Background: an optimization exercise with open tools, aiming at small area. Do not read the settings as production practice.
Function was checked by simulation only, so behaviour that the tests miss may differ from the original.
Power and IR drop assume default switching activity.

// array_feeder
module array_feeder #(
    parameter int HEIGHT = 12,
    parameter int WIDTH  = 14,
    parameter int IWIDTH = 8,
    parameter int KW     = 8
) (
    input  logic                     clk,
    input  logic                     rst,
    input  logic                     start,
    input  logic [KW-1:0]            k_len,
    output logic                     busy,
    output logic                     done,
    input  logic                     in_valid,
    output logic                     in_ready,
    input  logic [HEIGHT*IWIDTH-1:0] in_ifm,
    input  logic [WIDTH*IWIDTH-1:0]  in_wght,
    output logic [HEIGHT-1:0]        en_i,
    output logic [HEIGHT-1:0]        clr_i,
    output logic [WIDTH-1:0]         en_w,
    output logic [WIDTH-1:0]         clr_w,
    output logic [WIDTH-1:0]         en_o,
    output logic [WIDTH-1:0]         clr_o,
    output logic [HEIGHT*IWIDTH-1:0] ifm,
    output logic [WIDTH*IWIDTH-1:0]  wght
);
    localparam int FLUSH_LEN = HEIGHT + WIDTH - 2;           
    localparam int DRAIN_LEN = HEIGHT + WIDTH - 1;           
    localparam int P_DONE    = FLUSH_LEN + DRAIN_LEN;        
    localparam int NL        = (HEIGHT > WIDTH) ? HEIGHT : WIDTH;
    localparam int QW        = $clog2(NL + 2);
    localparam logic [1:0] S_IDLE   = 2'd0;
    localparam logic [1:0] S_CLEAR  = 2'd1;
    localparam logic [1:0] S_STREAM = 2'd2;
    localparam logic [1:0] S_POST   = 2'd3;
    logic [1:0]    st_q;
    logic [KW-1:0] cnt_q;
    logic          zdone_q;
    logic [NL-1:0] en_q;      
    logic [WIDTH-1:0] ch_q;   
    logic          dp;       
    logic          dec;      
  ...
Size: about 1900 cells after synthesis, about 510 I/O pins, about 33000 um^2 of cells after synthesis.
==> module array_feeder, before the edit <==
module array_feeder #(
    parameter int HEIGHT = 12,
    parameter int WIDTH  = 14,
    parameter int IWIDTH = 8,
    parameter int KW     = 8
) (
    input  logic                     clk,
    input  logic                     rst,
    input  logic                     start,
    input  logic [KW-1:0]            k_len,
    output logic                     busy,
    output logic                     done,
    input  logic                     in_valid,
    output logic                     in_ready,
    input  logic [HEIGHT*IWIDTH-1:0] in_ifm,
    input  logic [WIDTH*IWIDTH-1:0]  in_wght,
    output logic [HEIGHT-1:0]        en_i,
    output logic [HEIGHT-1:0]        clr_i,
    output logic [WIDTH-1:0]         en_w,
    output logic [WIDTH-1:0]         clr_w,
    output logic [WIDTH-1:0]         en_o,
    output logic [WIDTH-1:0]         clr_o,
    output logic [HEIGHT*IWIDTH-1:0] ifm,
    output logic [WIDTH*IWIDTH-1:0]  wght
);
    localparam int FLUSH_LEN = HEIGHT + WIDTH - 2;           
    localparam int DRAIN_LEN = HEIGHT + WIDTH - 1;           
    localparam int P_DONE    = FLUSH_LEN + DRAIN_LEN;        
    localparam int NL        = (HEIGHT > WIDTH) ? HEIGHT : WIDTH;
    localparam int QW        = $clog2(NL + 2);
    localparam logic [1:0] S_IDLE   = 2'd0;
    localparam logic [1:0] S_CLEAR  = 2'd1;
    localparam logic [1:0] S_STREAM = 2'd2;
    localparam logic [1:0] S_POST   = 2'd3;
    logic [1:0]    st_q;
    logic [KW-1:0] cnt_q;
    logic          zdone_q;
    logic [NL-1:0] en_q;      
    logic [WIDTH-1:0] ch_q;   
    logic          dp;       
    logic          dec;      
    logic          acc;
    logic [KW-1:0] p_neg;
    assign acc      = (st_q == S_STREAM) && in_valid;
    assign dec      = acc || (st_q == S_POST);
    assign in_ready = (st_q == S_STREAM);
    assign busy     = (st_q != S_IDLE);
    assign done     = ((st_q == S_POST) && (cnt_q == KW'(-P_DONE))) || zdone_q;
    always_ff @(posedge clk or posedge rst) begin
        if (rst) begin
            st_q    <= S_IDLE;
            zdone_q <= 1'b0;
            en_q    <= '0;
            ch_q    <= '0;
        end else begin
            zdone_q <= (st_q == S_IDLE) && start && (k_len == '0);
            en_q    <= {en_q[NL-2:0], acc};
            ch_q    <= {ch_q[WIDTH-2:0], (st_q == S_CLEAR) ||
                        ((st_q == S_POST) && (p_neg >= KW'(FLUSH_LEN)) && (p_neg < KW'(FLUSH_LEN+HEIGHT)))};
            case (st_q)
                S_IDLE:   if (start && (k_len != '0)) st_q <= S_CLEAR;
                S_CLEAR:  st_q <= S_STREAM;
                S_STREAM: if (in_valid && (cnt_q == KW'(1))) st_q <= S_POST;
                default:  if (cnt_q == KW'(-P_DONE)) st_q <= S_IDLE;
            endcase
        end
    end
    always_ff @(posedge clk) begin
        if (st_q == S_IDLE) cnt_q <= k_len;
        else                cnt_q <= cnt_q - KW'(dec);
    end
    assign p_neg = -cnt_q;
    assign dp = (st_q == S_POST) && cnt_q[KW-1] && !(cnt_q[5] && cnt_q[4]);
    for (genvar k = 0; k < NL; k++) begin : g_ctl
        if (k < HEIGHT) begin : g_r
            assign en_i[k]  = en_q[k];
            assign clr_i[k] = ch_q[k] && !dp;
        end
        if (k < WIDTH) begin : g_c
            assign en_w[k]  = en_q[k];
            assign clr_w[k] = ch_q[k] && !dp;
            assign clr_o[k] = ch_q[k] && !dp;
            assign en_o[k]  = ch_q[k] && dp;
        end
    end
    for (genvar h = 0; h < HEIGHT; h++) begin : g_row
        logic [IWIDTH*(h+1)-1:0] sr_q;
        if (h == 0) begin : g_first
            always_ff @(posedge clk) sr_q <= in_ifm[h*IWIDTH +: IWIDTH];
        end else begin : g_rest
            always_ff @(posedge clk) sr_q <= {sr_q[IWIDTH*h-1:0], in_ifm[h*IWIDTH +: IWIDTH]};
        end
        assign ifm[h*IWIDTH +: IWIDTH] = sr_q[IWIDTH*h +: IWIDTH] & {IWIDTH{en_q[h]}};
    end
    for (genvar w = 0; w < WIDTH; w++) begin : g_col
        logic [IWIDTH*(w+1)-1:0] sr_q;
        if (w == 0) begin : g_first
            always_ff @(posedge clk) sr_q <= in_wght[w*IWIDTH +: IWIDTH];
        end else begin : g_rest
            always_ff @(posedge clk) sr_q <= {sr_q[IWIDTH*w-1:0], in_wght[w*IWIDTH +: IWIDTH]};
        end
        assign wght[w*IWIDTH +: IWIDTH] = sr_q[IWIDTH*w +: IWIDTH] & {IWIDTH{en_q[w]}};
    end
endmodule
==> flow/config.mk <==
export PLATFORM = sky130hd
export DESIGN_NAME = array_feeder
export DESIGN_NICKNAME = array_feeder
export VERILOG_FILES = /design/flow/design.v
export SDC_FILE = /design/flow/constraint.sdc
export NUM_CORES = 4
export LEC_CHECK = 0
export CAP_MARGIN = 20
export CORE_MARGIN = 2
export CORE_UTILIZATION = 65
export PLACE_DENSITY = 0.7
export SLEW_MARGIN = 20
==> flow/constraint.sdc <==
create_clock -name core_clock -period 4.0 [get_ports {clk}]
set_input_delay 0.8000 -clock core_clock [delete_from_list [all_inputs] [get_ports {clk}]]
set_output_delay 0.8000 -clock core_clock [all_outputs]
set_load 0.01 [all_outputs]
standard.sh (not shown) runs the stock make flow with config.mk's settings and CLKGATE_MAP_FILE= SYNTH_SCRIPT=/design/flow/synth_recipe.tcl, a recipe that flattens the netlist after the stock synthesis.
==> flow/flow/run.sh <==
#!/bin/bash
# Standard ORFS layout with two changes: ports are buffered with the smallest
# buffer, and clock-tree synthesis uses small clock buffers without dummy loads.
set -euo pipefail
export BUFFER_PORTS_ARGS="-buffer_cell sky130_fd_sc_hd__buf_1"
export CTS_ARGS="-sink_clustering_enable -repair_clock_nets -dont_use_dummy_load -buf_list {sky130_fd_sc_hd__clkbuf_8} -sink_clustering_size 20 -sink_clustering_max_diameter 70"
for step in synth floorplan place cts route finish; do
  bash standard.sh $step > log_$step.txt 2>&1
done
==> next run, changes <==
--- a/flow/design.v
+++ b/flow/design.v
@@ -36,12 +36,10 @@
     logic [KW-1:0] cnt_q;
     logic          zdone_q;
+    logic [QW-1:0] cq_q;      
     logic [NL-1:0] en_q;      
-    logic [WIDTH-1:0] ch_q;   
-    logic          dp;       
-    logic          dec;      
+    logic [WIDTH-1:0] eo_q;
     logic          acc;
     logic [KW-1:0] p_neg;
     assign acc      = (st_q == S_STREAM) && in_valid;
-    assign dec      = acc || (st_q == S_POST);
     assign in_ready = (st_q == S_STREAM);
     assign busy     = (st_q != S_IDLE);
@@ -50,36 +48,47 @@
         if (rst) begin
             st_q    <= S_IDLE;
+            cnt_q   <= '0;
             zdone_q <= 1'b0;
+            cq_q    <= '0;
             en_q    <= '0;
-            ch_q    <= '0;
+            eo_q    <= '0;
         end else begin
             zdone_q <= (st_q == S_IDLE) && start && (k_len == '0);
             en_q    <= {en_q[NL-2:0], acc};
-            ch_q    <= {ch_q[WIDTH-2:0], (st_q == S_CLEAR) ||
-                        ((st_q == S_POST) && (p_neg >= KW'(FLUSH_LEN)) && (p_neg < KW'(FLUSH_LEN+HEIGHT)))};
+            eo_q    <= {eo_q[WIDTH-2:0], (st_q == S_POST) && (p_neg >= KW'(FLUSH_LEN)) && (p_neg < KW'(FLUSH_LEN+HEIGHT))};
+            if (st_q == S_CLEAR) cq_q <= QW'(1);
+            else if (cq_q != '0) cq_q <= cq_q + QW'(1);
             case (st_q)
-                S_IDLE:   if (start && (k_len != '0)) st_q <= S_CLEAR;
-                S_CLEAR:  st_q <= S_STREAM;
-                S_STREAM: if (in_valid && (cnt_q == KW'(1))) st_q <= S_POST;
-                default:  if (cnt_q == KW'(-P_DONE)) st_q <= S_IDLE;
+                S_IDLE: begin
+                    if (start && (k_len != '0)) begin
+                        st_q  <= S_CLEAR;
+                        cnt_q <= k_len;
+                    end
+                end
+                S_CLEAR: st_q <= S_STREAM;
+                S_STREAM: begin
+                    if (in_valid) begin
+                        cnt_q <= cnt_q - KW'(1);
+                        if (cnt_q == KW'(1)) st_q <= S_POST;
+                    end
+                end
+                default: begin
+                    cnt_q <= cnt_q - KW'(1);
+                    if (cnt_q == KW'(-P_DONE)) st_q <= S_IDLE;
+                end
             endcase
         end
     end
-    always_ff @(posedge clk) begin
-        if (st_q == S_IDLE) cnt_q <= k_len;
-        else                cnt_q <= cnt_q - KW'(dec);
-    end
     assign p_neg = -cnt_q;
-    assign dp = (st_q == S_POST) && cnt_q[KW-1] && !(cnt_q[5] && cnt_q[4]);
     for (genvar k = 0; k < NL; k++) begin : g_ctl
         if (k < HEIGHT) begin : g_r
             assign en_i[k]  = en_q[k];
-            assign clr_i[k] = ch_q[k] && !dp;
+            assign clr_i[k] = (cq_q == QW'(k + 1));
         end
         if (k < WIDTH) begin : g_c
             assign en_w[k]  = en_q[k];
-            assign clr_w[k] = ch_q[k] && !dp;
-            assign clr_o[k] = ch_q[k] && !dp;
-            assign en_o[k]  = ch_q[k] && dp;
+            assign clr_w[k] = (cq_q == QW'(k + 1));
+            assign clr_o[k] = (cq_q == QW'(k + 1));
+            assign en_o[k]  = eo_q[k];
         end
     end
Result: Setup slack is worse by 0.11 ns; cell count rose by about 0.9%; power rose by 0.95%; clock skew fell by 0.0068 ns; sequential share of layout area fell by 0.34 points; core utilization rose by 0.33 points; design area rose by 0.88%; wire length rose by about 0.9%; die area rose by about 1%; clock-buffer cell count stays the same; first-iteration DRC count fell by 9.5%; register-to-register slack is worse by 0.61 ns; synthesized area rose by 1.0%; non-clock buffer count stays the same.

[afterwards: timing with drivers on the ports]
The flow's constraints put no driver on any port. The routed layouts listed below were extracted and timed again, unchanged, in two steps.
Step 1, drivers: a clkbuf_16 drives clk and a buf_2 each remaining input, both assumed.
Step 2 moves the port delays by t, midway between the first and last clock arrival at a register: inputs arrive t later, outputs are due t later. That takes back most of the time a late clock gives input paths.
Three values: no drivers, after step 1, after step 2; two values: the first two.
| run | t (ns) | slack for setup (ns) | worst setup path after step 2 | worst data-port slew with drivers (ns) | cell pins on the clock port's net |
|---|---|---|---|---|---|
| the first run | 0.717 | 0.939 / 0.882 / 1.599 | register to output | 0.13 | 1 |
| the second run | 0.727 | 0.828 / 0.772 / 1.221 | register to register | 0.11 | 1 |
After both steps setup and hold are still met in every run listed.
